This is an optimization exercise on Yosys and OpenROAD, whose aim is small area and a short achievable clock period, not a production implementation.
Function was checked by simulation only, so behaviour that the tests miss may differ from the original.
Power is estimated from default activity; no workload was simulated.

**design/flow/config.mk**
```make
export PLATFORM = sky130hd
export DESIGN_NAME = rv32i_core
export DESIGN_NICKNAME = rv32i_core
export VERILOG_FILES = /design/flow/design.v
export SDC_FILE = /design/flow/constraint.sdc
export NUM_CORES = 4
export LEC_CHECK = 0
export CAP_MARGIN = 20
export CELL_PAD_IN_SITES_DETAIL_PLACEMENT = 1
export CELL_PAD_IN_SITES_GLOBAL_PLACEMENT = 2
export CORE_MARGIN = 2
export CORE_UTILIZATION = 30
export PLACE_DENSITY = 0.5
export SETUP_SLACK_MARGIN = 3
export SLEW_MARGIN = 20
```
**design/flow/constraint.sdc**
```tcl
create_clock -name core_clock -period 8.5 [get_ports {clk}]
set_input_delay 1.7000 -clock core_clock [delete_from_list [all_inputs] [get_ports {clk}]]
set_output_delay 1.7000 -clock core_clock [all_outputs]
set_load 0.01 [all_outputs]
```
**design/flow/design.v**
```verilog
package rv32i_pkg;
    typedef logic [32-1:0] word_t;
    typedef logic [5-1:0] reg_addr_t;
    typedef enum logic [3:0] {
        ALU_ADD    = 4'd0,
        ALU_SUB    = 4'd1,
        ALU_SLL    = 4'd2,
        ALU_SLT    = 4'd3,
        ALU_SLTU   = 4'd4,
        ALU_XOR    = 4'd5,
        ALU_SRL    = 4'd6,
        ALU_SRA    = 4'd7,
        ALU_OR     = 4'd8,
        ALU_AND    = 4'd9,
        ALU_PASS_B = 4'd10
    } alu_op_t;
endpackage
`timescale 1ns/1ns
module register_file (
    input  logic             clk,
    input  logic             reset,
    input  logic [31:1]      sel_a,
    input  logic [31:1]      sel_b,
    output rv32i_pkg::word_t rd_a,
    output rv32i_pkg::word_t rd_b,
    input  logic [31:1]      wr_en,      
    input  rv32i_pkg::word_t wr_data
);
    logic [31*32-1:0] regs;
    rv32i_pkg::word_t wdata;
    assign wdata = reset ? '0 : wr_data;
    genvar gi;
    for (gi = 1; gi < 32; gi++) begin : g_reg
        logic we;
        assign we = reset || wr_en[gi];
        always_ff @(posedge clk) begin
            if (we)
                regs[(gi-1)*32 +: 32] <= wdata;
        end
    end
    always_comb begin
        rd_a = '0;
        rd_b = '0;
        for (int i = 1; i < 32; i++) begin
            rd_a = rd_a | ({32{sel_a[i]}} & regs[(i-1)*32 +: 32]);
            rd_b = rd_b | ({32{sel_b[i]}} & regs[(i-1)*32 +: 32]);
        end
    end
endmodule
`timescale 1ns/1ns
module forwarding_unit (
    input  logic                 en,
    input  rv32i_pkg::reg_addr_t src,
    input  logic [31:1]          ex_hit,
    output logic [31:1]          sel_reg,
    output logic                 sel_ex
);
    logic [31:1] dec;
    always_comb begin
        for (int i = 1; i < 32; i++)
            dec[i] = en && (src == i);
    end
    assign sel_reg = dec & ~ex_hit;
    assign sel_ex  = |(dec & ex_hit);
endmodule
`timescale 1ns/1ns
module decode_stage (
    input  rv32i_pkg::word_t inst,
    output logic             ok,        
    output logic             use_a,     
    output logic             use_b,     
    output rv32i_pkg::word_t imm,       
    output logic             inv_b,     
    output logic             s_add,     
    output logic             s_p,       
    output logic             s_g,       
    output logic             s_sl,      
    output logic             s_sr,      
    output logic             s_lt,      
    output logic             lt_signed,
    output logic             sra        
);
    logic [6:0] opcode;
    logic [2:0] f3;
    logic [6:0] funct7;
    logic is_op, is_imm, is_lui, f7_zero, f7_alt;
    assign opcode  = inst[6:0];
    assign f3      = inst[14:12];
    assign funct7  = inst[31:25];
    assign is_op   = (opcode == 7'b011_0011);
    assign is_imm  = (opcode == 7'b001_0011);
    assign is_lui  = (opcode == 7'b011_0111);
    assign f7_zero = (funct7 == 7'b0);
    assign f7_alt  = (funct7 == 7'b010_0000);
    always_comb begin
        ok = 1'b0;
        if (is_op)
            ok = f7_zero || (f7_alt && ((f3 == 3'b000) || (f3 == 3'b101)));
        else if (is_imm)
            ok = (f3 == 3'b001) ? f7_zero :
                 (f3 == 3'b101)  ? (f7_zero || f7_alt) : 1'b1;
        else if (is_lui)
            ok = 1'b1;
    end
    assign use_a = !is_lui;
    assign use_b = is_op;
    assign imm   = is_op  ? '0 :
                   is_lui ? {inst[31:12], 12'b0} :
                            {{20{inst[31]}}, inst[31:20]};
    assign inv_b = !is_lui && ((f3 == 3'b010) || (f3 == 3'b011) ||
                               (is_op && (f3 == 3'b000) && f7_alt));
    assign s_add     = is_lui || (f3 == 3'b000);
    assign s_p       = !is_lui && ((f3 == 3'b100) || (f3 == 3'b110));
    assign s_g       = !is_lui && ((f3 == 3'b111) || (f3 == 3'b110));
    assign s_sl      = !is_lui && (f3 == 3'b001);
    assign s_sr      = !is_lui && (f3 == 3'b101);
    assign s_lt      = !is_lui && ((f3 == 3'b010) || (f3 == 3'b011));
    assign lt_signed = (f3 == 3'b010);
    assign sra       = f7_alt;
endmodule
`timescale 1ns/1ns
module execute_stage (
    input  rv32i_pkg::word_t a,       
    input  rv32i_pkg::word_t b,       
    input  logic             cin,
    input  logic [4:0]       sh,      
    input  logic             fill,    
    input  logic             s_add,
    input  logic             s_p,
    input  logic             s_g,
    input  logic             s_sl,
    input  logic             s_sr,
    input  logic             s_lt,
    input  logic             lt_signed,
    output rv32i_pkg::word_t result
);
    rv32i_pkg::word_t sum, p, g, shr, shl, sh1, sh2, sh3, sh4;
    logic        cout, lt;
    assign p = a ^ b;
    assign g = a & b;
    assign {cout, sum} = {1'b0, a} + {1'b0, b} + {32'b0, cin};
    assign lt = (lt_signed ? (a[31] ^ b[31]) : 1'b1) ^ cout;
    assign sh1 = sh[4] ? {{16{fill}}, a[31:16]}   : a;
    assign sh2 = sh[3] ? {{8{fill}},  sh1[31:8]}  : sh1;
    assign sh3 = sh[2] ? {{4{fill}},  sh2[31:4]}  : sh2;
    assign sh4 = sh[1] ? {{2{fill}},  sh3[31:2]}  : sh3;
    assign shr = sh[0] ? {fill,       sh4[31:1]}  : sh4;
    always_comb begin
        for (int i = 0; i < 32; i++)
            shl[i] = shr[31-i];
    end
    assign result = ({32{s_add}} & sum) |
                    ({32{s_p}}   & p)   |
                    ({32{s_g}}   & g)   |
                    ({32{s_sr}}  & shr) |
                    ({32{s_sl}}  & shl) |
                    {31'b0, s_lt & lt};
endmodule
`timescale 1ns/1ns
module rv32i_core (
    input  logic                 clk,
    input  logic                 reset,
    input  rv32i_pkg::word_t     inst,
    input  logic                 inst_valid,
    output logic                 wb_valid,
    output rv32i_pkg::reg_addr_t wb_rd,
    output rv32i_pkg::word_t     wb_result,
    output rv32i_pkg::word_t     ex_result
);
    logic             dec_ok, use_a, use_b, inv_b, sra;
    logic             s_add, s_p, s_g, s_sl, s_sr, s_lt, lt_signed;
    rv32i_pkg::word_t imm;
    logic                 ex_valid;
    rv32i_pkg::reg_addr_t ex_rd;
    rv32i_pkg::word_t     ex_a, ex_b;
    logic                 ex_inv_b, ex_fill;
    logic                 ex_s_add, ex_s_p, ex_s_g, ex_s_sl, ex_s_sr, ex_s_lt, ex_lt_signed;
    logic [31:1]      sel_a, sel_b;
    logic             fwd_a, fwd_b;
    rv32i_pkg::word_t rd_a, rd_b, op_a, op_b, op_a_rev;
    logic [31:1]      ex_hit;
    logic [4:0]       ex_sh;
    always_comb begin
        for (int i = 1; i < 32; i++)
            ex_hit[i] = ex_valid && (ex_rd == i);
    end
    decode_stage decode_inst (
        .inst(inst),
        .ok(dec_ok),
        .use_a(use_a),
        .use_b(use_b),
        .imm(imm),
        .inv_b(inv_b),
        .s_add(s_add),
        .s_p(s_p),
        .s_g(s_g),
        .s_sl(s_sl),
        .s_sr(s_sr),
        .s_lt(s_lt),
        .lt_signed(lt_signed),
        .sra(sra)
    );
    forwarding_unit fwd_a_inst (
        .en(use_a),
        .src(inst[19:15]),
        .ex_hit(ex_hit),
        .sel_reg(sel_a),
        .sel_ex(fwd_a)
    );
    forwarding_unit fwd_b_inst (
        .en(use_b),
        .src(inst[24:20]),
        .ex_hit(ex_hit),
        .sel_reg(sel_b),
        .sel_ex(fwd_b)
    );
    register_file register_file_inst (
        .clk(clk),
        .reset(reset),
        .sel_a(sel_a),
        .sel_b(sel_b),
        .rd_a(rd_a),
        .rd_b(rd_b),
        .wr_en(ex_hit),
        .wr_data(ex_result)
    );
    assign op_a = rd_a | ({32{fwd_a}} & ex_result);
    assign op_b = rd_b | ({32{fwd_b}} & ex_result) | imm;
    always_comb begin
        for (int i = 0; i < 32; i++)
            op_a_rev[i] = op_a[31-i];
    end
    always_ff @(posedge clk) begin
        if (reset)
            ex_valid <= 1'b0;
        else
            ex_valid <= inst_valid && dec_ok;
    end
    always_ff @(posedge clk) begin
        ex_rd    <= inst[11:7];
        ex_a     <= s_sl ? op_a_rev : op_a;
        ex_b     <= inv_b ? ~op_b : op_b;
        ex_inv_b <= inv_b;
        ex_sh    <= (s_sl || s_sr) ? op_b[4:0] : 5'b0;
        ex_fill  <= s_sr && sra && op_a[31];
        ex_s_add <= s_add;
        ex_s_p   <= s_p;
        ex_s_g   <= s_g;
        ex_s_sl  <= s_sl;
        ex_s_sr  <= s_sr;
        ex_s_lt  <= s_lt;
        ex_lt_signed <= lt_signed;
    end
    execute_stage execute_inst (
        .a(ex_a),
        .b(ex_b),
        .cin(ex_inv_b),
        .sh(ex_sh),
        .fill(ex_fill),
        .s_add(ex_s_add),
        .s_p(ex_s_p),
        .s_g(ex_s_g),
        .s_sl(ex_s_sl),
        .s_sr(ex_s_sr),
        .s_lt(ex_s_lt),
        .lt_signed(ex_lt_signed),
        .result(ex_result)
    );
    always_ff @(posedge clk) begin
        if (reset)
            wb_valid <= 1'b0;
        else
            wb_valid <= ex_valid;
    end
    always_ff @(posedge clk) begin
        wb_rd     <= ex_rd;
        wb_result <= ex_result;
    end
endmodule
```
**design/flow/flow/run.sh**
```bash
#!/bin/bash
set -euo pipefail
here=$(pwd)
bash standard.sh \
  "BUFFER_PORTS_ARGS=-buffer_cell sky130_fd_sc_hd__buf_4" \
  "FASTROUTE_TCL=$here/flow/fastroute.tcl" \
  finish > standard.log 2>&1
```
**design/flow/flow/fastroute.tcl**
```tcl
# Global routing layers and capacity derating. met1 and met2 carry most pin
# access, so they are derated more than the platform's flat 0.2, which pushes
# longer routes up to met3 and met4 and leaves room for the detailed router.
set_global_routing_layer_adjustment met1 0.45
set_global_routing_layer_adjustment met2 0.35
set_global_routing_layer_adjustment met3-$::env(MAX_ROUTING_LAYER) 0.2

set_routing_layers -clock $::env(MIN_CLK_ROUTING_LAYER)-$::env(MAX_ROUTING_LAYER)
set_routing_layers -signal $::env(MIN_ROUTING_LAYER)-$::env(MAX_ROUTING_LAYER)
```
**design/flow/standard.sh**
```bash
#!/bin/bash
# synth_recipe.tcl (not shown) runs the flow's synth.tcl, then flattens the netlist and writes it again
# the make line also repeats each setting of config.mk as NAME=value (left out here)
make -C /OpenROAD-flow-scripts/flow DESIGN_CONFIG=/design/flow/config.mk WORK_HOME=/design/flow/orfs CLKGATE_MAP_FILE= SYNTH_SCRIPT=/design/flow/synth_recipe.tcl "${@:-finish}"
```
==> key figures, run 1 <==
Drt
  – Post-DRT Antenna Nets: 0
  – Routed WL: 326.6 mm
  – First-pass DRT Iterations: 9
  – Drt initial violations: 5062
  – DR DRC count: 0
  – Total vias in the final route: 43.92k
  – Drt wl/cell: 51.86 µm
  – Vias per Instance: 6.973

STA
  – Sum Neg Setup Slack: 0 ns
  – Slew margin rel.: approximately 17%
  – Final Skew: ~0.046 ns
  – Final setup violation count: 0
  – RSZ-0062 raised after global routing: yes
  – Max frequency: 183.3 MHz
  – Final max-slew violation count: 0
  – Worst slew pin tran: 1.245 ns
  – Minimum clock period: 5.456 ns
  – Final hold violations: 0
  – Period utilisation layout: 64.19%

Worst setup path
  – Critical Path Start: ex_a[0]$_DFF_P_
  – Worst EP arrival: 3.76 ns
  – Slowest-stage cell, CP: fa_2
  – Critical Path Max Stage Delay: 0.39 ns
  – Reg2reg setup slack: 3.53 ns
  – Critical Path End Type: output port
  – RR Startpoint: ex_valid$_SDFF_PP0_
  – CP cell instances: fa_2, inv_2, fa_2, nor2b_4, o2111ai_4, buf_12, a211oi_4, nor3_1, buf_4, buf_12, a21boi_2, xnor2_1, o211ai_1, buf_6, buf_4
  – Worst Setup Start Kind: register
  – Type of the worst setup path: reg2out
  – Worst Path Max Fanout: 5
  – Reg2reg path depth: 11
  – Critical Path RT: 6.80 ns
  – Worst R2R End: ex_a[22]$_DFF_P_

Global route
  – Tot GR Track Use: approximately 44%
  – Pin count of the biggest net entering global routing: 53
  – Global-route wire length before repair: 430.6 mm
  – Grt ovf: 0
  – Vias in the first global route: 46.51k
  – Initial antenna violation count: 47

Pwr
  – Flop pwr share: 45.0%
  – P_leak: 0.02065 µW
  – P_sw: around 6700 µW
  – Comb power frac: 25.8%
  – P per Cell Area: between 300 and 400 nW/µm²
  – P_int: 12480 µW
  – Clock group share of total power: 29.3%
  – Switching share of total power: 35.09%
  – Peak supply drop: between 0.2 and 0.25 mV

Logic synthesis
  – Ys async rst share: 0%
  – Post-Syn Area: ~51000 µm²
  – Yosys cell types: 95
  – Yosys reg bits: 1114
  – Seq/Total Area, Yosys: 62.91%
  – Synth Net Count: 3859
  – Post-synth EDFFs: 992
  – Synthesized instance count: 3790
  – Yosys top cell area share: about three fifths
  – Post-Syn Area per Cell: 13.52 µm²
  – Yosys warns: 5
  – Primary FF master, synth: edfxtp_1
  – Synth top area cells: edfxtp_1, a22oi_1, dfxtp_1, a221oi_1, a22o_1
  – Area leader, netlist: edfxtp_1

Layout
  – Fill count: about 17k
  – Synthesis-to-finish area growth: 19.52%
  – Nets: 4022
  – Final core utilization: 36.14%
  – Reg area: 32300 µm²
  – Layout cell share with drive strength beyond 1: 21.28%
  – Multi-input combinational cell area: 18770 µm²
  – Most frequent cells in the layout: edfxtp_1, a22oi_1, buf_4, a221oi_1, a22o_1
  – Most common cell after layout, fill and taps aside: edfxtp_1

Floorplanning
  – Die Wd: 417.3 µm
  – Die Height: about 420 µm
  – I/O pin cnt: approximately 110
  – FP Rows: 151
  – Initial Util: 30.23%
  – Area of the core: ~170000 µm²
  – Die ar.: about 170000 µm²

Placed design
  – Port Buf Inserts: between 100 and 150
  – Placer Congestion: 0.9917
  – Post-DP HPWL: 192.8 mm

Clock tree
  – Hold Buf Count CTS: 0
  – CTS Root Cell: clkbuf_16
  – CTS clk-pin slew, worst paths: 0.06 ns
  – Clock buffer depth: 3
  – CTS H-tree lvls: 4
  – Total CTS buffers: roughly 130
  – CTS tree: done
  – # clock sinks: ~1.1k
  – Clock latency on the worst-skew pair: 0.81 ns

Hold path
  – Hold EP: wb_rd[1]$_DFF_P_
  – Worst hold stages: 0
  – Hold path start: ex_rd[1]$_DFF_P_
  – HP Class: reg2reg

Run
  – Max cap viols: 0

Status
  – Status: complete, no violations
==> registers in the layout, summed over array words and instances, names as in the netlist, 5 cells and up <==
name	cells
ex_a	32
wb_rd	5
ex_rd	5
wb_result	32
ex_sh	5
register_file_inst.regs	992
ex_b	32
==> stage by stage <==
| step | hold WS [ns] | instance area (µm²) | power, µW | std cells | setup slack [ns] |
|---|---|---|---|---|---|
| global route | 0.4948 | 61180 | 19790 | 6276 | 2.902 |
| CTS | 0.4829 | 60600 | 18940 | 6244 | 2.896 |
| finish | 0.4851 | 61240 | 19230 | 6298 | 3.044 |
| detailed placement | 0.4705 | 55650 | 12950 | 5979 | 1.803 |
| global placement | 0.4777 | 55630 | 12920 | 5979 | 1.540 |
| floorplan | 0.3258 | 51240 | 10260 | 3790 | 4.153 |
==> worst max-delay path, delay by kind of cell, from the launching register on <==
family                     cells  cell delay (ns)
buffers and inverters          6             0.93
AOI/OAI and AO/OA              4             0.72
adders and majority gates      2             0.63
DFF                            1             0.36
and+or+nand+nor                2             0.23
xor gates and xnor gates       1             0.08
==> logic make-up (layout without fill, tap and decap cells) <==
kind of cell | after synthesis | after routing | share of synthesized area [%]
simple gates | 782 | 782 | 8.393
compound gates | 1352 | 1352 | 21.21
buf+inv | 347 | 613 | 2.857
flops | 1114 | 1114 | 62.91
mux | 114 | 114 | 2.967
fa+ha+maj | 34 | 34 | 0.8596
xor+xnor | 47 | 47 | 0.8034
other cells | 0 | 24 | 0
==> cell usage after synthesis (51+ instances only) <==
library cell,number
edfxtp_1,992
a22oi_1,368
a221oi_1,251
clkbuf_1,219
a22o_1,199
nand2_1,156
a222oi_1,145
nand4_1,130
dfxtp_1,122
a21oi_1,105
nor2_1,94
nand3_1,93
buf_2,81
mux2i_1,66
nor3_1,51
==> worst max path at each step <==
stage / to / depth (start not counted)
global placement: ex_a[22]$_DFF_P_ / 11
floorplan: ex_result[22] / 10
finish: ex_result[22] / 15
CTS: ex_result[30] / 11
detailed placement: ex_a[2]$_DFF_P_ / 10
global route: ex_result[30] / 15
==> power groups by stage <==
stage,logic (µW),registers [µW],clock network [µW]
final,4950,8650,5630
after global routing,5200,8720,5880
after CTS,4650,8580,5700
after detailed placement,4290,8660,0
after global placement,4250,8670,0
after floorplan,2110,8150,0
==> layer usage <==
layer / global-route usage, % / up-vias / wire length [µm]
li1: - / 16530 / -
met1: 56.76 / 22340 / 114500
met2: 62.09 / 3596 / 131600
met3: 25.91 / 1398 / 49750
met4: 31.92 / 54 / 30030
met5: 1.084 / - / 642
==> area by class of cell <==
type                    count  area share (%)
diodes                     24         0.09807
clock inverters            57          0.8315
inverters                  25          0.1553
multi-input cells        2329           30.64
well taps                2218           4.532
repair buffers            352           5.046
flip-flops and latches   1114           52.74
clock buffers             179           5.947
==> timing repair <==
action / 4_1_cts / 5_1_grt
resized for setup: 130 / 42
cloned: 0 / 1
setup buffers: 29 / 23
pin swaps: 22 / 23
endpoints found under the setup margin: 45 / 28
==> run 2: changes to the inputs <==
--- a/design/flow/design.v
+++ b/design/flow/design.v
@@ -51,3 +51,2 @@
 module forwarding_unit (
-    input  logic                 en,
     input  rv32i_pkg::reg_addr_t src,
@@ -60,3 +59,3 @@
         for (int i = 1; i < 32; i++)
-            dec[i] = en && (src == i);
+            dec[i] = (src == i);
     end
@@ -137,2 +136,4 @@
     rv32i_pkg::word_t sum, p, g, shr, shl, sh1, sh2, sh3, sh4;
+    logic [32:0] gx [0:6];
+    logic [32:0] px [0:6];
     logic        cout, lt;
@@ -140,3 +141,19 @@
     assign g = a & b;
-    assign {cout, sum} = {1'b0, a} + {1'b0, b} + {32'b0, cin};
+    always_comb begin
+        gx[0] = {g, cin};
+        px[0] = {p, 1'b0};
+        for (int l = 0; l < 6; l++) begin
+            for (int i = 0; i < 33; i++) begin
+                if (i >= (1 << l)) begin
+                    gx[l+1][i] = gx[l][i] | (px[l][i] & gx[l][i - (1 << l)]);
+                    px[l+1][i] = px[l][i] & px[l][i - (1 << l)];
+                end else begin
+                    gx[l+1][i] = gx[l][i];
+                    px[l+1][i] = px[l][i];
+                end
+            end
+        end
+    end
+    assign sum  = p ^ gx[6][31:0];
+    assign cout = gx[6][32];
     assign lt = (lt_signed ? (a[31] ^ b[31]) : 1'b1) ^ cout;
@@ -203,3 +220,2 @@
     forwarding_unit fwd_a_inst (
-        .en(use_a),
         .src(inst[19:15]),
@@ -210,3 +226,2 @@
     forwarding_unit fwd_b_inst (
-        .en(use_b),
         .src(inst[24:20]),
@@ -226,4 +241,4 @@
     );
-    assign op_a = rd_a | ({32{fwd_a}} & ex_result);
-    assign op_b = rd_b | ({32{fwd_b}} & ex_result) | imm;
+    assign op_a = {32{use_a}} & (rd_a | ({32{fwd_a}} & ex_result));
+    assign op_b = use_b ? (rd_b | ({32{fwd_b}} & ex_result)) : imm;
     always_comb begin
--- a/design/flow/flow/run.sh
+++ b/design/flow/flow/run.sh
@@ -6,2 +6,3 @@
   "FASTROUTE_TCL=$here/flow/fastroute.tcl" \
+  "CTS_ARGS=-sink_clustering_enable -repair_clock_nets -sink_clustering_size 25 -sink_clustering_max_diameter 100 -buf_list sky130_fd_sc_hd__clkbuf_16 -dont_use_dummy_load" \
   finish > standard.log 2>&1
--- a/design/flow/config.mk
+++ b/design/flow/config.mk
@@ -13,3 +13,3 @@
 export PLACE_DENSITY = 0.5
-export SETUP_SLACK_MARGIN = 3
+export SETUP_SLACK_MARGIN = 4
 export SLEW_MARGIN = 20
==> run 2 against run 1 <==
Against the previous run: clock-buffer cell count shrank 122; wire length up 0.81%; synthesized cell count is 6.8% higher; fmax increased by 0.42%; critical path depth fell by 4; via count decreased by 0.59%; setup slack gained 0.023 ns; register-to-register slack better by 0.65 ns; still clean.
==> key figures, run 2 <==
Status
  – Status: complete, no violations

Logic synthesis
  – Yosys warns: 7 (+2)
  – Synth top area cells: edfxtp_1, a22oi_1, dfxtp_1, nand2_1, clkbuf_1
  – Yosys top cell area share: 57.65% (-0.49 points)
  – Post-Syn Area: 51670 µm² (+0.84%)
  – Ys async rst share: 0% (unchanged)
  – Synth Net Count: 4116 (+6.7%)
  – Post-Syn Area per Cell: 12.76 µm² (-5.6%)
  – Area leader, netlist: edfxtp_1
  – Post-synth EDFFs: 992 (unchanged)
  – Yosys cell types: 91 (-4.2%)
  – Commonest cells post-synth: edfxtp_1, a22oi_1, nand2_1, clkbuf_1, a21oi_1
  – Synthesized instance count: 4048 (+6.8%)
  – Primary FF master, synth: edfxtp_1
  – Seq/Total Area, Yosys: 62.38% (-0.53 points)
  – Count leader, synth: edfxtp_1
  – Yosys reg bits: 1114 (unchanged)

Floorplanning
  – Die ar.: 175600 µm² (+0.84%)
  – FP Rows: 152 (+0.66%)
  – Die Wd: 419.0 µm (+0.42%)
  – Initial Util: 30.15% (-0.080 points)
  – Die Height: 419.0 µm (+0.42%)
  – Area of the core: 171400 µm² (+1.1%)
  – I/O pin cnt: 105 (unchanged)

Layout
  – Reg area: 32320 µm² (about the same)
  – Nets: 4324 (+7.5%)
  – Synthesis-to-finish area growth: 19.49% (about the same)
  – Fill count: 17.85k (+2.8%)
  – Final core utilization: 36.03% (-0.11 points)
  – Multi-input combinational cell area: 20510 µm² (+9.3%)
  – Biggest register: register_file_inst.regs
  – Most common cell after layout, fill and taps aside: edfxtp_1
  – Most frequent cells in the layout: edfxtp_1, a22oi_1, buf_4, nand2_1, nand4_1
  – Final design area excluding fillers: 61740 µm² (+0.81%)
  – Max reg flops: 992 (unchanged)
  – Layout cell share with drive strength beyond 1: 23.11% (+1.8 points)

Drt
  – Drt initial violations: 4098 (-19%)
  – Post-DRT Antenna Nets: 0 (unchanged)
  – Drt wl/cell: 50.04 µm (-3.5%)
  – Routed WL: 329.2 mm (+0.81%)
  – DR DRC count: 0 (unchanged)
  – Vias per Instance: 6.634 (-4.9%)
  – First-pass DRT Iterations: 6 (-3)
  – Total vias in the final route: 43.66k (-0.59%)

Worst setup path
  – Type of the worst setup path: reg2out
  – Worst Setup Start Kind: register
  – Critical Path End Type: output port
  – Critical Path Start: ex_a[0]$_DFF_P_
  – Reg2reg setup slack: 4.18 ns (+0.65 ns)
  – Worst EP arrival: 3.73 ns (-0.03 ns)
  – Reg2reg path depth: 11 (unchanged)
  – RR Startpoint: ex_rd[0]$_DFF_P_
  – Worst Path Max Fanout: 3 (-2)
  – Worst R2R End: ex_b[17]$_DFF_P_
  – CP Capture Point: ex_result[15]
  – Critical Path RT: 6.80 ns (about the same)

STA
  – Period utilisation layout: 63.93% (-0.27 points)
  – Minimum clock period: 5.434 ns (-0.02258 ns)
  – Final setup violation count: 0 (unchanged)
  – Worst slew pin tran: 1.240 ns (-0.005779 ns)
  – Final max-slew violation count: 0 (unchanged)
  – Sum Neg Setup Slack: 0 ns (unchanged)
  – Final worst slack: 3.066 ns (+0.02258 ns)
  – RSZ-0062 raised after global routing: yes
  – Final Skew: 0.07240 ns (+0.02601 ns)
  – Final hold violations: 0 (unchanged)
  – Slew margin rel.: 16.73% (-0.25 points)
  – Max frequency: 184.0 MHz (+0.42%)

Global route
  – Tot GR Track Use: 44.26% (-0.058 points)
  – Pin count of the biggest net entering global routing: 40 (-25%)
  – Grt ovf: 0 (unchanged)
  – Global-route wire length before repair: 432.3 mm (+0.38%)
  – Initial antenna violation count: 24 (-49%)
  – Vias in the first global route: 46.16k (-0.75%)

Hold path
  – Worst hold stages: 0 (unchanged)
  – HP Class: reg2reg

Clock tree
  – CTS tree: done
  – Total CTS buffers: 57 (-56%)
  – # clock sinks: 1114 (unchanged)
  – Clock buffer depth: 3 (unchanged)
  – CTS Root Cell: clkbuf_16
  – CTS clk-pin slew, worst paths: 0.09 ns (+0.03 ns)
  – Clock latency on the worst-skew pair: 0.76 ns (-0.05 ns)
  – CTS H-tree lvls: 2 (-2)
  – Hold Buf Count CTS: 0 (unchanged)

Placed design
  – Port Buf Inserts: 104 (unchanged)
  – Post-DP HPWL: 196.6 mm (+1.9%)
  – Pre-CTS setup slack: 2.621 ns (+0.8180 ns)
  – Placer Congestion: 0.9524 (-4.0%)
  – Placed Area: 57010 µm² (+2.5%)

Pwr
  – P_leak: 0.02067 µW (about the same)
  – P per Cell Area: 235.2 nW/µm² (-25%)
  – Peak supply drop: 0.1651 mV (-20%)

Run
  – Max cap viols: 0 (unchanged)
-- run 2: changes by cell type in the layout (fill, tap and decap cells not counted), moves of 33 or more --
| cell | delta |
|---|---|
| a211oi_4 | +61 |
| a221oi_1 | -216 |
| a222oi_1 | -100 |
| a22o_1 | -137 |
| a22oi_1 | +468 |
| buf_4 | +98 |
| buf_6 | +34 |
| clkbuf_1 | -33 |
| clkbuf_16 | -78 |
| mux2i_1 | -38 |
| nand2_1 | +88 |
-- run 2: stage by stage --
step                      instances  total power (µW)  hold WS (ns)
after floorplan                4048              8855        0.3258
after global placement         6337             10710        0.5599
after detailed placement       6338             10710        0.5652
after CTS                      6509             14240        0.5748
after global routing           6570             14950        0.5227
final                          6580             14520        0.5049
-- run 2: how the worst min path moves through the flow --
stage,start,endpoint
floorplan,ex_rd[0]$_DFF_P_,wb_rd[0]$_DFF_P_
global placement,ex_rd[0]$_DFF_P_,wb_rd[0]$_DFF_P_
detailed placement,ex_rd[0]$_DFF_P_,wb_rd[0]$_DFF_P_
CTS,ex_rd[0]$_DFF_P_,wb_rd[0]$_DFF_P_
global route,ex_rd[4]$_DFF_P_,wb_rd[4]$_DFF_P_
finish,ex_rd[4]$_DFF_P_,wb_rd[4]$_DFF_P_
-- run 2: layout make-up --
cell class	count	area share [%]
inverter	48	0.3445
timing repair buffer	488	7.033
clock buffer	57	2.310
antenna	16	0.06485
multi-input combinational	2547	33.22
sequential	1114	52.35
tap	2310	4.682
-- run 2: routing by layer --
metal,up-vias,wire (µm),GRT usage [%]
met4,38,30130,30.53
met3,1205,45840,22.53
met2,2950,133800,63.17
met5,-,843,3.056
li1,17050,-,-
met1,22410,118600,59.18
-- run 2: what timing repair did --
item / in CTS / in global routing
buffers inserted: 108 / 54
gates resized for setup: 276 / 129
setup endpoints to repair: 93 / 55
pin swaps: 62 / 60
gates cloned: 6 / 0
-- run 2: cells by family (layout without fill, tap and decap cells) --
| family | Yosys count | in the layout | synth area share, % |
|---|---|---|---|
| mux | 93 | 93 | 2.533 |
| flops | 1114 | 1114 | 62.38 |
| xor+xnor | 42 | 42 | 0.7120 |
| buf+inv | 387 | 593 | 3.032 |
| other cells | 0 | 16 | 0 |
| compound gates | 1535 | 1535 | 22.07 |
| fa+ha+maj | 33 | 33 | 0.8137 |
| simple gates | 844 | 844 | 8.461 |
-- run 2: worst max-delay path, stage by stage, from the launching register on --
cell	delay, ns
dfxtp_4	0.37
fa_2	0.41
a21o_1	0.20
a221o_2	0.46
a21oi_4	0.24
buf_6	0.16
o31ai_4	0.07
xor2_1	0.17
a221oi_2	0.29
buf_6	0.27
clkinvlp_4	0.19
buf_6	0.15
-- run 2: report_power, final --
part | total (µW) | internal [µW] | switching, µW
Sequential | 7630 | 7030 | 600
Clock | 3060 | 1190 | 1870
Combinational | 3830 | 1350 | 2480
Total | 14500 | 9570 | 4950
==> run 3: changes to the inputs <==
--- a/design/flow/design.v
+++ b/design/flow/design.v
@@ -18,2 +18,26 @@
 `timescale 1ns/1ns
+module rf_aoi222 (
+    input  logic a1, a2, b1, b2, c1, c2,
+    output logic y
+);
+    assign y = ~((a1 & a2) | (b1 & b2) | (c1 & c2));
+endmodule
+module rf_read_bit (
+    input  logic [31:1] sel,
+    input  logic [31:1] d,
+    output logic        y
+);
+    logic [10:0] n;    
+    genvar k;
+    for (k = 0; k < 10; k++) begin : g_grp
+        rf_aoi222 u (
+            .a1(sel[3*k+1]), .a2(d[3*k+1]),
+            .b1(sel[3*k+2]), .b2(d[3*k+2]),
+            .c1(sel[3*k+3]), .c2(d[3*k+3]),
+            .y(n[k])
+        );
+    end
+    assign n[10] = ~(sel[31] & d[31]);
+    assign y = ~(&n);
+endmodule
 module register_file (
@@ -31,3 +55,3 @@
     assign wdata = reset ? '0 : wr_data;
-    genvar gi;
+    genvar gi, gb;
     for (gi = 1; gi < 32; gi++) begin : g_reg
@@ -40,9 +64,9 @@
     end
-    always_comb begin
-        rd_a = '0;
-        rd_b = '0;
-        for (int i = 1; i < 32; i++) begin
-            rd_a = rd_a | ({32{sel_a[i]}} & regs[(i-1)*32 +: 32]);
-            rd_b = rd_b | ({32{sel_b[i]}} & regs[(i-1)*32 +: 32]);
+    for (gb = 0; gb < 32; gb++) begin : g_bit
+        logic [31:1] col;
+        for (gi = 1; gi < 32; gi++) begin : g_col
+            assign col[gi] = regs[(gi-1)*32 + gb];
         end
+        rf_read_bit u_a (.sel(sel_a), .d(col), .y(rd_a[gb]));
+        rf_read_bit u_b (.sel(sel_b), .d(col), .y(rd_b[gb]));
     end
@@ -121,4 +145,4 @@
 module execute_stage (
-    input  rv32i_pkg::word_t a,       
-    input  rv32i_pkg::word_t b,       
+    input  rv32i_pkg::word_t p,       
+    input  rv32i_pkg::word_t g,       
     input  logic             cin,
@@ -135,3 +159,3 @@
 );
-    rv32i_pkg::word_t sum, p, g, shr, shl, sh1, sh2, sh3, sh4;
+    rv32i_pkg::word_t sum, shr, shl, sh1, sh2, sh3, sh4;
     logic [32:0] gx [0:6];
@@ -139,4 +163,2 @@
     logic        cout, lt;
-    assign p = a ^ b;
-    assign g = a & b;
     always_comb begin
@@ -158,4 +180,4 @@
     assign cout = gx[6][32];
-    assign lt = (lt_signed ? (a[31] ^ b[31]) : 1'b1) ^ cout;
-    assign sh1 = sh[4] ? {{16{fill}}, a[31:16]}   : a;
+    assign lt = (lt_signed ? p[31] : 1'b1) ^ cout;
+    assign sh1 = sh[4] ? {{16{fill}}, p[31:16]}   : p;
     assign sh2 = sh[3] ? {{8{fill}},  sh1[31:8]}  : sh1;
@@ -191,3 +213,3 @@
     rv32i_pkg::reg_addr_t ex_rd;
-    rv32i_pkg::word_t     ex_a, ex_b;
+    rv32i_pkg::word_t     ex_p, ex_g;
     logic                 ex_inv_b, ex_fill;
@@ -196,3 +218,3 @@
     logic             fwd_a, fwd_b;
-    rv32i_pkg::word_t rd_a, rd_b, op_a, op_b, op_a_rev;
+    rv32i_pkg::word_t rd_a, rd_b, op_a, op_b, op_bx, op_a_rev;
     logic [31:1]      ex_hit;
@@ -243,2 +265,3 @@
     assign op_b = use_b ? (rd_b | ({32{fwd_b}} & ex_result)) : imm;
+    assign op_bx = inv_b ? ~op_b : op_b;
     always_comb begin
@@ -255,4 +278,4 @@
         ex_rd    <= inst[11:7];
-        ex_a     <= s_sl ? op_a_rev : op_a;
-        ex_b     <= inv_b ? ~op_b : op_b;
+        ex_p     <= s_sl ? op_a_rev : s_sr ? op_a : (op_a ^ op_bx);
+        ex_g     <= op_a & op_bx;
         ex_inv_b <= inv_b;
@@ -269,4 +292,4 @@
     execute_stage execute_inst (
-        .a(ex_a),
-        .b(ex_b),
+        .p(ex_p),
+        .g(ex_g),
         .cin(ex_inv_b),
--- a/design/flow/config.mk
+++ b/design/flow/config.mk
@@ -15 +15,3 @@
 export SLEW_MARGIN = 20
+export SYNTH_HIERARCHICAL = 1
+export SYNTH_MINIMUM_KEEP_SIZE = 0
==> run 3 against run 2 <==
Against the previous run: still clean; via count fell by 6.4%; non-clock buffer count down 30; die area is 4.2% lower; synthesized cell count shrank 16%; synthesized area shrank 4.2%; clock power down 3%; first-iteration DRC count up 45%; register-to-register slack got worse by 0.08 ns; sequential power barely moved; hold slack worse by 0.10 ns; critical path type unchanged; critical endpoint is now ex_result[8].
==> key figures, run 3 <==
Clock tree
  – CTS H-tree lvls: 2 (unchanged)
  – CTS clk-pin slew, worst paths: 0.11 ns (+0.02 ns)
  – # clock sinks: 1114 (unchanged)
  – Total CTS buffers: 56 (-1.8%)
  – CTS Root Cell: clkbuf_16
  – Hold Buf Count CTS: 0 (unchanged)
  – CTS tree: done
  – Clock latency on the worst-skew pair: 0.73 ns (-0.03 ns)
  – Clock buffer depth: 3 (unchanged)

Logic synthesis
  – Yosys top cell area share: 60.17% (+2.5 points)
  – Synth Area in Adders: 0.8341% (+0.020 points)
  – Ys async rst share: 0% (unchanged)
  – Synth Net Count: 3464 (-16%)
  – Synth Area in Simple Gates: 7.888% (-0.57 points)
  – Post-Syn Area: 49500 µm² (-4.2%)
  – Post-Syn Area per Cell: 14.58 µm² (+14%)
  – Complex-gate fraction of the synthesized area: 21.10% (-0.97 points)
  – Yosys cell types: 87 (-4.4%)
  – Count leader, synth: edfxtp_1
  – Seq/Total Area, Yosys: 65.11% (+2.7 points)
  – Area leader, netlist: edfxtp_1
  – Synthesized instance count: 3396 (-16%)
  – Primary FF master, synth: edfxtp_1
  – Yosys warns: 13 (+6)
  – Commonest cells post-synth: edfxtp_1, a222oi_1, nand2_1, a21oi_1, nand4_1
  – Post-synthesis xor/xnor area fraction: 0.8669% (+0.15 points)
  – Synth top area cells: edfxtp_1, a222oi_1, dfxtp_1, nand4_1, a2111o_1
  – Post-synth EDFFs: 992 (unchanged)
  – Post-synthesis mux area share: 2.629% (+0.096 points)
  – Yosys reg bits: 1114 (unchanged)
  – Largest family of logic cells by synthesized area: compound AO/OA/AOI/OAI gates

Drt
  – Drt initial violations: 5958 (+45%)
  – Vias per Instance: 6.858 (+3.4%)
  – First-pass DRT Iterations: 10 (+4)
  – Post-DRT Antenna Nets: 0 (unchanged)
  – Drt wl/cell: 46.59 µm (-6.9%)
  – Total vias in the final route: 40.88k (-6.4%)
  – Routed WL: 277.7 mm (-16%)
  – DR DRC count: 0 (unchanged)

Pwr
  – Peak supply drop: 0.1574 mV (-4.7%)
  – P per Cell Area: 237.4 nW/µm² (+0.95%)
  – Final Power: 14230 µW (-2.0%)
  – P_leak: 0.02059 µW (-0.38%)

Worst setup path
  – Critical Path RT: 6.80 ns (about the same)
  – Worst Path Max Fanout: 7 (+4)
  – Type of the worst setup path: reg2out
  – Worst Setup Start Kind: register
  – RR Startpoint: ex_valid$_SDFF_PP0_
  – Critical Path Start: ex_sh[1]$_SDFF_PN0_
  – Worst EP arrival: 3.39 ns (-0.34 ns)
  – Critical Path End Type: output port

Layout
  – Most frequent cells in the layout: edfxtp_1, a222oi_1, buf_4, nand2_1, nand4_1
  – Layout cell share with drive strength beyond 1: 25.13% (+2.0 points)
  – Max reg flops: 992 (unchanged)
  – Fill count: 16.81k (-5.8%)
  – Most common cell after layout, fill and taps aside: edfxtp_1
  – Reg area: 32320 µm² (about the same)
  – Biggest register: register_file_inst.regs
  – Multi-input combinational cell area: 18840 µm² (-8.1%)
  – Nets: 3839 (-11%)
  – Fin cells: 5960 (-9.4%)
  – Final design area excluding fillers: 59930 µm² (-2.9%)
  – Synthesis-to-finish area growth: 21.05%

Global route
  – Global-route wire length before repair: 371.8 mm (-14%)
  – Pin count of the biggest net entering global routing: 38 (-5.0%)
  – Grt ovf: 0 (unchanged)
  – Tot GR Track Use: 38.53% (-5.7 points)
  – Initial antenna violation count: 19 (-21%)
  – Vias in the first global route: 43.42k (-5.9%)

Placed design
  – DP Cell Count: 5724 (-9.7%)
  – Port Buf Inserts: 104 (unchanged)
  – Placer Congestion: 0.9481 (-0.45%)
  – Post-DP HPWL: 166.4 mm (-15%)
  – Placed Area: 54580 µm² (-4.3%)
  – Pre-CTS setup slack: 2.279 ns (-0.3416 ns)

Floorplanning
  – Die ar.: 168300 µm² (-4.2%)
  – FP Rows: 149 (-2.0%)
  – I/O pin cnt: 105 (unchanged)
  – Die Height: 410.2 µm (-2.1%)
  – Initial Util: 30.11% (-0.047 points)
  – Die Wd: 410.2 µm (-2.1%)
  – Area of the core: 164400 µm² (-4.0%)

STA
  – Minimum clock period: 5.087 ns (-0.3466 ns)
  – Max frequency: 196.6 MHz (+6.8%)
  – Final max-slew violation count: 0 (unchanged)
  – Period utilisation layout: 59.85% (-4.1 points)
  – Worst slew pin tran: 1.114 ns (-0.1260 ns)
  – Slew margin rel.: 25.77% (+9.0 points)
  – Final setup violation count: 0 (unchanged)
  – Final Skew: 0.07340 ns (+0.0009954 ns)
  – RSZ-0062 raised after global routing: yes
  – Final hold violations: 0 (unchanged)
  – Final worst slack: 3.413 ns (+0.3466 ns)
  – Sum Neg Setup Slack: 0 ns (unchanged)

Hold path
  – HP Class: reg2reg
  – Hold path start: ex_rd[0]$_DFF_P_

Run
  – Max cap viols: 0 (unchanged)

Status
  – Status: complete, no violations
run 3: changes by cell type after synthesis, sizes merged, moves of 29 or more:
cell	delta
nor2b	+60
or2	+29
a22o	-58
a222oi	+613
a21o	+34
nand2	-78
a211oi	-69
a221oi	-31
clkbuf	-178
nand3	-51
a2111o	+65
a22oi	-815
run 3: area by class of cell:
cell class | count | area share [%]
Tap cell | 2189 | 4.571
Multi-Input combinational cell | 2121 | 31.44
Sequential cell | 1114 | 53.94
Clock buffer | 56 | 2.338
Timing Repair Buffer | 458 | 7.569
Inverter | 20 | 0.1420
Antenna cell | 2 | 0.008352
run 3: through the flow:
step	hold WS [ns]	util, %
finish	0.4046	36.44
global route	0.4246	36.44
CTS	0.4056	35.65
detailed placement	0.3936	33.20
global placement	0.3892	33.18
floorplan	0.3668	-
run 3: metal layers:
| metal | global-route usage, % | up-vias | share of wire (%) |
|---|---|---|---|
| li1 | - | 16020 | - |
| met1 | 53.81 | 21000 | 36 |
| met2 | 55.30 | 2924 | 41 |
| met4 | 25.15 | 22 | 8.9 |
| met3 | 18.03 | 910 | 14 |
| met5 | 0.8046 | - | 0.10 |
run 3: worst paths after layout:
kind | to | slack (ns) | cells after the start
worst max register to register | ex_p[9]$_DFF_P_ | 4.10 | 13
worst min register to register | wb_rd[0]$_DFF_P_ | 0.40 | 0
worst min-delay path | wb_rd[0]$_DFF_P_ | 0.40 | 0
worst max-delay path | ex_result[8] | 3.41 | 12
run 3: critical path, stage by stage, from the launching register on:
cell      delay (ns)
dfxtp_4         0.40
buf_12          0.15
buf_16          0.14
mux2_4          0.30
mux4_2          0.52
buf_6           0.15
nor2_4          0.11
or3_4           0.17
o21ai_4         0.07
a22oi_2         0.22
o211ai_1        0.13
buf_6           0.17
buf_6           0.13
run 3: logic make-up after synthesis:
logic type / after synthesis
compound gates: 1194
flops: 1114
simple gates: 748
buf+inv: 161
mux: 97
xor+xnor: 49
fa+ha+maj: 33
run 3: where the power goes:
group	total (µW)	internal, µW	leakage [µW]	switching, µW
sequential	7610	7010	0.0112	598
combinational	3650	1320	0.00870	2330
clock	2970	1170	0.000690	1800
total	14200	9500	0.0206	4730
run 3: modules after synthesis, one instance, submodules excluded:
| module | cells inside | area (µm²) | flops+latches | copies in the design |
|---|---|---|---|---|
| execute_stage | 657 | 4532 | 0 | 1 |
| rf_aoi222 | 1 | 10.01 | 0 | 640 |
| decode_stage | 69 | 461.7 | 0 | 1 |
| register_file | 1061 | 30220 | 992 | 1 |
| rv32i_core | 501 | 4796 | 122 | 1 |
| forwarding_unit | 106 | 661.9 | 0 | 2 |
| rf_read_bit | 4 | 27.53 | 0 | 64 |
run 3: repair_timing:
item,CTS,global route
cloned,9,2
pin swaps,88,77
setup endpoints to repair,314,72
resized for setup,387,159
buffers inserted,106,61
==> run 4: changes to the inputs <==
==> design/flow/flow/run.sh (replaced) <==
#!/bin/bash
set -euo pipefail
here=$(pwd)
bash standard.sh \
  "BUFFER_PORTS_ARGS=-buffer_cell sky130_fd_sc_hd__buf_4" \
  "FASTROUTE_TCL=$here/flow/fastroute.tcl" \
  "CTS_ARGS=-sink_clustering_enable -repair_clock_nets -sink_clustering_size 20 -sink_clustering_max_diameter 80 -buf_list sky130_fd_sc_hd__clkbuf_16 -dont_use_dummy_load" \
  finish > standard.log 2>&1
--- a/design/flow/config.mk
+++ b/design/flow/config.mk
@@ -13,3 +13,3 @@
 export PLACE_DENSITY = 0.5
-export SETUP_SLACK_MARGIN = 4
+export SETUP_SLACK_MARGIN = 3.5
 export SLEW_MARGIN = 20
==> run 4 against run 3 <==
Against the previous run: sequential share of layout area is 1.4 points higher; die area is the same; still clean; total power increased by 2.9%; setup slack got worse by 0.15 ns; critical endpoint is now ex_result[6].
==> key figures, run 4 <==
Layout
  – Synthesis-to-finish area growth: 17.89%
  – Fill count: 16.87k (+0.37%)
  – Max reg flops: 992 (unchanged)
  – Reg area: 32300 µm² (about the same)
  – Most common cell after layout, fill and taps aside: edfxtp_1
  – Layout cell share with drive strength beyond 1: 20.96% (-4.2 points)
  – Biggest register: register_file_inst.regs
  – Most frequent cells in the layout: edfxtp_1, a222oi_1, buf_4, nand2_1, nand4_1
  – Multi-input combinational cell area: 18130 µm² (-3.8%)
  – Nets: 3767 (-1.9%)

Floorplanning
  – Die Height: 410.2 µm (unchanged)
  – Die ar.: 168300 µm² (unchanged)
  – Area of the core: 164400 µm² (unchanged)
  – I/O pin cnt: 105 (unchanged)
  – Die Wd: 410.2 µm (unchanged)
  – FP Rows: 149 (unchanged)
  – Initial Util: 30.11% (unchanged)

STA
  – Period utilisation layout: 61.66% (+1.8 points)
  – Final max-slew violation count: 0 (unchanged)
  – Final setup violation count: 0 (unchanged)
  – Worst slew pin tran: 1.166 ns (+0.05246 ns)
  – Final Skew: 0.08562 ns (+0.01222 ns)
  – Minimum clock period: 5.241 ns (+0.1539 ns)
  – Hold slack final: 0.3876 ns (-0.01693 ns)
  – Max frequency: 190.8 MHz (-2.9%)
  – Final hold violations: 0 (unchanged)
  – Slew margin rel.: 21.98% (-3.8 points)
  – Sum Neg Setup Slack: 0 ns (unchanged)
  – RSZ-0062 raised after global routing: yes

Clock tree
  – Clock buffer depth: 3 (unchanged)
  – Clock latency on the worst-skew pair: 0.73 ns (about the same)
  – CTS Root Cell: clkbuf_16
  – CTS H-tree lvls: 3 (+1)
  – CTS tree: done
  – Total CTS buffers: 85 (+52%)
  – # clock sinks: 1114 (unchanged)
  – CTS clk-pin slew, worst paths: 0.06 ns (-0.05 ns)

Global route
  – Met1 Usage GRT: 49.64% (-4.2 points)
  – Grt ovf: 0 (unchanged)
  – Initial antenna violation count: 15 (-4)
  – Tot GR Track Use: 37.94% (-0.59 points)
  – Global routing's busiest layer: met2
  – Grt met3 use: 17.02% (-1.0 points)
  – Pin count of the biggest net entering global routing: 44 (+16%)
  – Met2 Use GR: 57.65% (+2.3 points)
  – Global-route wire length before repair: 365.3 mm (-1.7%)
  – Vias in the first global route: 42.99k (-1.0%)

Run
  – Max cap viols: 0 (unchanged)

Logic synthesis
  – Post-synth EDFFs: 992 (unchanged)
  – Post-Syn Area: 49500 µm² (unchanged)
  – Synth Net Count: 3464 (unchanged)
  – Yosys reg bits: 1114 (unchanged)
  – Yosys cell types: 87 (unchanged)
  – Area leader, netlist: edfxtp_1
  – Seq/Total Area, Yosys: 65.11% (unchanged)
  – Yosys top cell area share: 60.17% (unchanged)
  – Commonest cells post-synth: edfxtp_1, a222oi_1, nand2_1, a21oi_1, nand4_1
  – Ys async rst share: 0% (unchanged)
  – Post-Syn Area per Cell: 14.58 µm² (unchanged)
  – Primary FF master, synth: edfxtp_1
  – Yosys warns: 13 (unchanged)
  – Synth top area cells: edfxtp_1, a222oi_1, dfxtp_1, nand4_1, a2111o_1
  – Synthesized instance count: 3396 (unchanged)
  – Count leader, synth: edfxtp_1

Pwr
  – P_leak: 0.02003 µW (-2.7%)
  – P per Cell Area: 250.9 nW/µm² (+5.7%)
  – Final Power: 14640 µW (+2.9%)
  – Peak supply drop: 0.1387 mV (-12%)

Worst setup path
  – Worst Setup Start Kind: register
  – Reg2reg setup slack: 3.71 ns (-0.39 ns)
  – Worst R2R End: ex_p[6]$_DFF_P_
  – Type of the worst setup path: reg2out
  – Worst Path Max Fanout: 9 (+2)
  – Critical Path End Type: output port
  – CP Capture Point: ex_result[6]
  – Critical Path Start: ex_sh[1]$_SDFF_PN0_
  – Critical Path RT: 6.80 ns (about the same)
  – Worst EP arrival: 3.54 ns (+0.15 ns)
  – Reg2reg path depth: 13 (unchanged)
  – RR Startpoint: ex_valid$_SDFF_PP0_

Hold path
  – Worst hold stages: 0 (unchanged)
  – HP Class: reg2reg

Drt
  – Vias per Instance: 6.842 (-0.23%)
  – Routed WL: 272.6 mm (-1.8%)
  – Post-DRT Antenna Nets: 0 (unchanged)
  – First-pass DRT Iterations: 12 (+2)
  – Total vias in the final route: 40.36k (-1.3%)
  – Drt initial violations: 6063 (+1.8%)
  – Drt wl/cell: 46.21 µm (-0.81%)
  – DR DRC count: 0 (unchanged)

Placed design
  – Post-DP HPWL: 166.6 mm (+0.12%)
  – Placer Congestion: 0.9036 (-4.7%)
  – Port Buf Inserts: 104 (unchanged)

Status
  – Status: complete, no violations
run 4: changes by cell type in the layout (fill, tap and decap cells not counted), sizes merged:
cell / change
buf: -97
inv: -1
clkinvlp: +2
diode: +11
bufbuf: -4
clkbuf: +28
run 4: how the worst min path moves through the flow:
stage	startpoint	slack [ns]	endpoint
2_1_floorplan	ex_rd[0]$_DFF_P_	0.37	wb_rd[0]$_DFF_P_
3_3_place_gp	ex_rd[0]$_DFF_P_	0.38	wb_rd[0]$_DFF_P_
3_5_place_dp	ex_rd[0]$_DFF_P_	0.38	wb_rd[0]$_DFF_P_
4_1_cts	ex_rd[0]$_DFF_P_	0.39	wb_rd[0]$_DFF_P_
5_1_grt	ex_rd[0]$_DFF_P_	0.41	wb_rd[0]$_DFF_P_
6_report	ex_rd[1]$_DFF_P_	0.39	wb_rd[1]$_DFF_P_
run 4: cell type report:
| class | instances | share of cell area [%] |
|---|---|---|
| antenna | 13 | 0.05574 |
| multi-input combinational | 2121 | 31.06 |
| inverter | 20 | 0.1479 |
| tap | 2189 | 4.693 |
| timing repair inverter | 1 | 0.01286 |
| timing repair buffer | 356 | 5.036 |
| clock buffer | 85 | 3.645 |
| sequential | 1114 | 55.35 |
run 4: stage by stage:
step           setup WS (ns)  area, µm²  instances  util [%]
5_1_grt                3.177      58330       5888     35.48
6_report               3.259      58360       5899     35.49
3_3_place_gp           2.381      54440       5713     33.11
3_5_place_dp           2.344      54500       5715     33.14
4_1_cts                3.179      57550       5851     35.00
2_1_floorplan          3.521      49790       3396         -
run 4: repair_timing:
action	4_1_cts	5_1_grt
setup endpoints to repair	74	41
hold endpoints to repair	0	0
setup buffers	47	34
gates cloned	4	1
gates resized for setup	131	92
pin swaps	26	34
hold buffers	0	0
run 4: cell families after synthesis:
logic type | count (synthesis) | share of synthesized area, %
flops | 1114 | 65.11
fa+ha+maj | 33 | 0.8341
buf+inv | 161 | 1.572
mux | 97 | 2.629
compound gates | 1194 | 21.10
simple gates | 748 | 7.888
xor+xnor | 49 | 0.8669
run 4: metal layers:
metal  vias up  share of wire [%]
li1      15880                  -
met1     20600                 35
met2      2850                 43
met3      1026                 13
met4        14                9.0
met5         -               0.16
run 4: power by group:
| part | internal (µW) | switching [µW] | total, µW |
|---|---|---|---|
| Combinational | 1130 | 2190 | 3320 |
| Sequential | 7010 | 626 | 7640 |
| Clock | 1760 | 1930 | 3690 |
| Total | 9900 | 4750 | 14600 |
run 4: modules after synthesis, one instance, submodules excluded:
module           cells inside  copies in the design  flops+latches  area, µm²
decode_stage               69                     1              0      461.7
execute_stage             657                     1              0       4532
forwarding_unit           106                     2              0      661.9
register_file            1061                     1            992      30220
rf_aoi222                   1                   640              0      10.01
rf_read_bit                 4                    64              0      27.53
rv32i_core                501                     1            122       4796
run 4: critical path, cell delays in order, from the launching register on:
cell      delay, ns
dfxtp_4        0.43
buf_12         0.15
mux4_2         0.51
mux2_4         0.30
mux2i_4        0.20
o21ai_4        0.10
a222oi_1       0.67
o311ai_4       0.28
buf_6          0.20
==> run 5: changes to the inputs <==
--- a/design/flow/config.mk
+++ b/design/flow/config.mk
@@ -13,3 +13,3 @@
 export PLACE_DENSITY = 0.5
-export SETUP_SLACK_MARGIN = 3.5
+export SETUP_SLACK_MARGIN = 3.75
 export SLEW_MARGIN = 20
==> run 5 against run 4 <==
Against the previous run: first-iteration DRC count down 2.2%; final cell count up 0.95%; clock-buffer cell count up 5; setup slack better by 0.093 ns; global-route usage down 0.54 points; hold slack better by 0.011 ns; register-to-register slack better by 0.21 ns; sequential power about the same; clock power up 3%; critical endpoint unchanged.
==> key figures, run 5 <==
Status
  – Status: complete, no violations

Layout
  – Most common cell after layout, fill and taps aside: edfxtp_1
  – Layout cell share with drive strength beyond 1: 23.73% (+2.8 points)
  – Biggest register: register_file_inst.regs
  – Nets: 3825 (+1.5%)
  – Synthesis-to-finish area growth: 20.61%
  – Max reg flops: 992 (unchanged)
  – Most frequent cells in the layout: edfxtp_1, a222oi_1, buf_4, nand2_1, nand4_1

STA
  – Sum Neg Setup Slack: 0 ns (unchanged)
  – Final max-slew violation count: 0 (unchanged)
  – RSZ-0062 raised after global routing: yes
  – Final Skew: 0.1045 ns (+0.01883 ns)
  – Worst slew pin tran: 1.137 ns (-0.02878 ns)
  – Minimum clock period: 5.148 ns (-0.09319 ns)
  – Final hold violations: 0 (unchanged)
  – Period utilisation layout: 60.57% (-1.1 points)
  – Slew margin rel.: 24.19% (+2.2 points)
  – Hold slack final: 0.3984 ns (+0.01076 ns)
  – Max frequency: 194.2 MHz (+1.8%)
  – Final worst slack: 3.352 ns (+0.09319 ns)
  – Final setup violation count: 0 (unchanged)

Drt
  – Total vias in the final route: 40.67k (+0.75%)
  – Vias per Instance: 6.829 (-0.20%)
  – DR DRC count: 0 (unchanged)
  – Routed WL: 269.8 mm (-1.0%)
  – Drt initial violations: 5930 (-2.2%)
  – Drt wl/cell: 45.31 µm (-1.9%)
  – First-pass DRT Iterations: 12 (unchanged)
  – Post-DRT Antenna Nets: 0 (unchanged)

Placed design
  – Post-DP HPWL: 161.0 mm (-3.3%)
  – Placer Congestion: 0.9286 (+2.8%)
  – Pre-CTS setup slack: 2.497 ns (+0.1522 ns)
  – Port Buf Inserts: 104 (unchanged)

Logic synthesis
  – Post-Syn Area: 49500 µm² (unchanged)
  – Post-Syn Area per Cell: 14.58 µm² (unchanged)
  – Synthesized instance count: 3396 (unchanged)
  – Synth Net Count: 3464 (unchanged)
  – Ys async rst share: 0% (unchanged)
  – Yosys cell types: 87 (unchanged)
  – Yosys top cell area share: 60.17% (unchanged)
  – Area leader, netlist: edfxtp_1
  – Commonest cells post-synth: edfxtp_1, a222oi_1, nand2_1, a21oi_1, nand4_1
  – Yosys reg bits: 1114 (unchanged)
  – Yosys warns: 13 (unchanged)
  – Post-synth EDFFs: 992 (unchanged)
  – Synth top area cells: edfxtp_1, a222oi_1, dfxtp_1, nand4_1, a2111o_1
  – Seq/Total Area, Yosys: 65.11% (unchanged)
  – Primary FF master, synth: edfxtp_1
  – Count leader, synth: edfxtp_1

Hold path
  – HP Class: reg2reg

Clock tree
  – Total CTS buffers: 90 (+5.9%)
  – CTS Root Cell: clkbuf_16
  – CTS tree: done
  – CTS H-tree lvls: 3 (unchanged)
  – Hold Buf Count CTS: 0 (unchanged)
  – Clock latency on the worst-skew pair: 0.75 ns (+0.02 ns)
  – Clock buffer depth: 3 (unchanged)
  – CTS clk-pin slew, worst paths: 0.06 ns (about the same)
  – # clock sinks: 1114 (unchanged)

Global route
  – Global-route wire length before repair: 361.5 mm (-1.0%)
  – Tot GR Track Use: 37.41% (-0.54 points)
  – Initial antenna violation count: 13 (-2)
  – Vias in the first global route: 43.07k (+0.20%)
  – Grt ovf: 0 (unchanged)
  – Pin count of the biggest net entering global routing: 42 (-4.5%)

Floorplanning
  – Initial Util: 30.11% (unchanged)
  – Area of the core: 164400 µm² (unchanged)
  – I/O pin cnt: 105 (unchanged)
  – Die Height: 410.2 µm (unchanged)
  – Die Wd: 410.2 µm (unchanged)
  – FP Rows: 149 (unchanged)
  – Die ar.: 168300 µm² (unchanged)

Pwr
  – Peak supply drop: 0.1372 mV (-1.1%)
  – Final Power: 14920 µW (+1.9%)
  – P per Cell Area: 250.0 nW/µm² (-0.38%)
  – P_leak: 0.02058 µW (+2.7%)

Worst setup path
  – Worst EP arrival: 3.45 ns (-0.09 ns)
  – CP delay by family, top: multiplexers
  – Slowest-stage cell, CP: mux4_2
  – Critical Path RT: 6.80 ns (about the same)
  – Type of the worst setup path: reg2out
  – Worst Setup Start Kind: register
  – Worst path most repeated cell: buf_6
  – Worst Path Max Fanout: 8 (-1)
  – Critical Path End Type: output port
  – Critical Path Max Stage Delay: 0.50 ns (-0.17 ns)
  – CP cell instances: buf_12, buf_16, mux4_2, mux2_4, mux2i_4, o21ai_4, a222oi_1, o311ai_2, buf_6, buf_6
  – Critical path buffers and inverters: 4 (+2)

Run
  – Max cap viols: 0 (unchanged)
run 5: cell counts after synthesis:
Identical to the previous run, type by type.
run 5: final cells by class:
cell class                 count  area [µm²]
antenna                       11       27.53
clock buffer                  90        2252
fill                       16820      104700
inverter                      20       86.33
multi-input combinational   2121       18500
sequential                  1114       32320
tap                         2189        2739
timing repair buffer         410        3780
run 5: per-layer routing:
metal	up-vias	track usage (%)	routed length [µm]
met2	2962	54.53	111400
met3	966	18.87	39750
met4	22	23.29	22400
met5	-	1.178	374
li1	16030	-	-
met1	20690	50.67	95910
run 5: worst paths after layout:
path / start / to / slack [ns] / depth (start not counted)
worst min register to register: ex_rd[1]$_DFF_P_ / wb_rd[1]$_DFF_P_ / 0.40 / 0
worst min-delay path: ex_rd[1]$_DFF_P_ / wb_rd[1]$_DFF_P_ / 0.40 / 0
worst max register to register: ex_valid$_SDFF_PP0_ / ex_p[10]$_DFF_P_ / 3.92 / 13
worst max-delay path: ex_sh[1]$_SDFF_PN0_ / ex_result[6] / 3.35 / 10
run 5: cells by family (layout without fill, tap and decap cells):
kind of cell             after synthesis  count (layout)  share of synthesized area (%)
AO/OA/AOI/OAI                       1194            1194                          21.10
XOR/XNOR                              49              49                         0.8669
adder cells (fa/ha/maj)               33              33                         0.8341
buffers and inverters                161             520                          1.572
flip-flops                          1114            1114                          65.11
multiplexers                          97              97                          2.629
other                                  0              11                              0
AND/OR/NAND/NOR                      748             748                          7.888
run 5: timing repair:
item,in CTS,in global routing
pin swaps,67,90
gates cloned,8,3
endpoints found under the hold margin,0,0
setup buffers,78,50
gates resized for setup,222,167
setup endpoints to repair,107,68
run 5: Yosys stat by module, one instance, submodules excluded:
module	cells	copies in the design	flip-flops and latches
execute_stage	657	1	0
rv32i_core	501	1	122
rf_read_bit	4	64	0
forwarding_unit	106	2	0
decode_stage	69	1	0
rf_aoi222	1	640	0
register_file	1061	1	992
run 5: stage by stage:
stage / utilization, % / area [µm²] / cells
floorplan: - / 49860 / 3396
global placement: 33.13 / 54480 / 5713
detailed placement: 33.15 / 54510 / 5713
CTS: 35.53 / 58420 / 5889
global route: 36.30 / 59690 / 5948
finish: 36.31 / 59700 / 5955
run 5: power breakdown:
group	switching [µW]	leakage [µW]	total [µW]	internal (µW)
Sequential	612	0.0112	7620	7010
Clock	1960	0.00111	3810	1860
Combinational	2240	0.00827	3490	1250
Total	4810	0.0206	14900	10100
==> run 6: changes to the inputs <==
--- a/design/flow/config.mk
+++ b/design/flow/config.mk
@@ -11,5 +11,5 @@
 export CORE_MARGIN = 2
-export CORE_UTILIZATION = 30
-export PLACE_DENSITY = 0.5
-export SETUP_SLACK_MARGIN = 3.75
+export CORE_UTILIZATION = 36
+export PLACE_DENSITY = 0.56
+export SETUP_SLACK_MARGIN = 4
 export SLEW_MARGIN = 20
==> run 6 against run 5 <==
Against the previous run: hold slack better by 0.011 ns; sequential share of layout area down 0.11 points; register-to-register slack better by 0.27 ns; sequential power grew 0.8%; fmax increased by 0.45%; wire length decreased by 5.1%; non-clock buffer count up 56; still clean; die area fell by 17%; synthesized area unchanged; highest routed layer unchanged; critical endpoint is now ex_result[5]; first-iteration DRC count fell by 3.9%; synthesized cell count unchanged.
==> key figures, run 6 <==
Status
  – Status: complete, no violations

Logic synthesis
  – Commonest cells post-synth: edfxtp_1, a222oi_1, nand2_1, a21oi_1, nand4_1
  – Yosys warns: 13 (unchanged)
  – Area leader, netlist: edfxtp_1
  – Count leader, synth: edfxtp_1
  – Primary FF master, synth: edfxtp_1
  – Synthesized instance count: 3396 (unchanged)
  – Ys async rst share: 0% (unchanged)
  – Post-Syn Area: 49500 µm² (unchanged)
  – Synth Net Count: 3464 (unchanged)
  – Yosys cell types: 87 (unchanged)
  – Post-synth EDFFs: 992 (unchanged)
  – Post-Syn Area per Cell: 14.58 µm² (unchanged)
  – Seq/Total Area, Yosys: 65.11% (unchanged)
  – Yosys reg bits: 1114 (unchanged)
  – Synth top area cells: edfxtp_1, a222oi_1, dfxtp_1, nand4_1, a2111o_1
  – Yosys top cell area share: 60.17% (unchanged)

Pwr
  – P per Cell Area: 244.8 nW/µm² (-2.1%)
  – Peak supply drop: 0.1837 mV (+34%)
  – P_leak: 0.02082 µW (+1.2%)
  – Final Power: 14650 µW (-1.8%)

Worst setup path
  – Critical Path RT: 6.80 ns (about the same)
  – Type of the worst setup path: reg2out
  – Critical path buffers and inverters: 3 (-1)
  – Slowest-stage cell, CP: mux4_2
  – Critical Path End Type: output port
  – Worst Setup Start Kind: register
  – CP delay by family, top: multiplexers
  – CP cell instances: buf_12, mux4_2, mux2_4, mux2_4, nand2_2, nand2_2, a222oi_1, o311ai_2, buf_4, buf_6
  – Worst Path Max Fanout: 5 (-3)
  – Critical Path Max Stage Delay: 0.49 ns (about the same)
  – Worst EP arrival: 3.43 ns (-0.02 ns)

Layout
  – Biggest register: register_file_inst.regs
  – Most common cell after layout, fill and taps aside: edfxtp_1
  – Most frequent cells in the layout: edfxtp_1, a222oi_1, buf_4, nand2_1, nand4_1
  – Nets: 3866 (+1.1%)
  – Layout cell share with drive strength beyond 1: 25.53% (+1.8 points)
  – Max reg flops: 992 (unchanged)
  – Fin cells: 5599 (-6.0%)
  – Synthesis-to-finish area growth: 20.87%

Global route
  – Initial antenna violation count: 19 (+6)
  – Tot GR Track Use: 42.15% (+4.7 points)
  – Grt ovf: 0 (unchanged)
  – Pin count of the biggest net entering global routing: 66 (+57%)
  – Global-route wire length before repair: 344.6 mm (-4.7%)
  – Vias in the first global route: 42.59k (-1.1%)

Placed design
  – DP Cell Count: 5303 (-7.2%)
  – Port Buf Inserts: 104 (unchanged)
  – Post-DP HPWL: 148.5 mm (-7.8%)
  – Placer Congestion: 0.9490 (+2.2%)

STA
  – Final max-slew violation count: 0 (unchanged)
  – Final setup violation count: 0 (unchanged)
  – Max frequency: 195.1 MHz (+0.45%)
  – Final Skew: 0.09570 ns (-0.008754 ns)
  – Sum Neg Setup Slack: 0 ns (unchanged)
  – RSZ-0062 raised after global routing: yes
  – Period utilisation layout: 60.30% (-0.27 points)
  – Worst slew pin tran: 1.130 ns (-0.007244 ns)
  – Slew margin rel.: 24.33% (+0.14 points)
  – Final hold violations: 0 (unchanged)
  – Minimum clock period: 5.125 ns (-0.02293 ns)

Floorplanning
  – Initial Util: 36.14% (+6.0 points)
  – Area of the core: 137000 µm² (-17%)
  – FP Rows: 136 (-8.7%)
  – Die ar.: 140500 µm² (-17%)
  – I/O pin cnt: 105 (unchanged)
  – Die Height: 374.8 µm (-8.6%)
  – Die Wd: 374.8 µm (-8.6%)

Clock tree
  – CTS clk-pin slew, worst paths: 0.07 ns (about the same)
  – CTS H-tree lvls: 3 (unchanged)
  – CTS Root Cell: clkbuf_16
  – Clock latency on the worst-skew pair: 0.72 ns (-0.03 ns)
  – Clock buffer depth: 3 (unchanged)
  – Total CTS buffers: 74 (-18%)
  – # clock sinks: 1114 (unchanged)
  – CTS tree: done

Drt
  – Routed met3 length: 36.67 mm (-7.8%)
  – DR DRC count: 0 (unchanged)
  – Post-DRT Antenna Nets: 0 (unchanged)
  – Vias per Instance: 7.274 (+6.5%)
  – Routed WL: 256.0 mm (-5.1%)
  – Total vias in the final route: 40.73k (+0.15%)
  – Top routing layer in use: met5
  – WL met1: 92.84 mm (-3.2%)
  – Drt initial violations: 5696 (-3.9%)
  – WL met2: 105.8 mm (-5.1%)
  – First-pass DRT Iterations: 10 (-2)
  – Drt wl/cell: 45.73 µm (+0.92%)

Run
  – Max cap viols: 0 (unchanged)

Hold path
  – HP Class: reg2reg
## run 6: routing by layer
layer,vias up,global-route usage [%]
met2,2853,61.76
li1,16110,-
met1,20870,60.31
met3,862,18.30
met5,-,0.5489
met4,32,25.89
## run 6: cell type report
cell class / instances / area (µm²)
diodes: 9 / 22.52
multi-input cells: 2121 / 18670
flip-flops and latches: 1114 / 32320
inverters: 20 / 88.84
repair inverters: 1 / 5.005
repair buffers: 466 / 4624
well taps: 1794 / 2245
clock buffers: 74 / 1852
fillers: 13470 / 77150
## run 6: kinds of logic after synthesis
logic type	count (synthesis)	synth area share, %
adders and majority gates	33	0.8341
xor gates and xnor gates	49	0.8669
buffers and inverters	161	1.572
AOI/OAI and AO/OA	1194	21.10
and+or+nand+nor	748	7.888
DFF	1114	65.11
muxes	97	2.629
## run 6: power breakdown
group	internal, µW	leakage (µW)	total, µW	switching (µW)
logic	1370	0.00871	3610	2240
clock network	1540	0.000912	3360	1820
registers	7010	0.0112	7680	668
## run 6: path summary, 6_finish.rpt
path                      end  slack (ns)  cells after the start                start
max reg2reg   ex_p[1]$_DFF_P_        4.19                     13  ex_valid$_SDFF_PP0_
min          wb_rd[0]$_DFF_P_        0.41                      0     ex_rd[0]$_DFF_P_
min reg2reg  wb_rd[0]$_DFF_P_        0.41                      0     ex_rd[0]$_DFF_P_
max              ex_result[5]        3.37                     10  ex_sh[1]$_SDFF_PN0_
## run 6: modules after synthesis, one instance, submodules excluded
module | cells inside | flops+latches | times used | area, µm²
rv32i_core | 501 | 122 | 1 | 4796
decode_stage | 69 | 0 | 1 | 461.7
forwarding_unit | 106 | 0 | 2 | 661.9
rf_read_bit | 4 | 0 | 64 | 27.53
execute_stage | 657 | 0 | 1 | 4532
register_file | 1061 | 992 | 1 | 30220
rf_aoi222 | 1 | 0 | 640 | 10.01
## run 6: per-stage QoR
stage	setup WS (ns)	area, µm²	hold WS, ns	util (%)
final	3.375	59830	0.4091	43.68
after global routing	3.298	59810	0.4306	43.66
after CTS	3.342	58050	0.4180	42.38
after detailed placement	2.512	53850	0.4028	39.31
after global placement	2.568	53830	0.4010	39.30
after floorplan	4.006	50060	0.3668	-
## run 6: timing repair
action / 4_1_cts / 5_1_grt
endpoints found under the hold margin: 0 / 0
hold buffers: 0 / 0
gates cloned: 10 / 8
setup endpoints to repair: 230 / 69
resized for setup: 319 / 194
buffers inserted: 104 / 90
pin swaps: 72 / 98

Setup slack of run 6, layout unchanged: 3.375 ns with ideal ports, 3.296 ns with driving cells assumed (clock clkbuf_16, inputs buf_2), 3.286 ns with port delays also shifted by the 0.750 ns mid clock arrival.
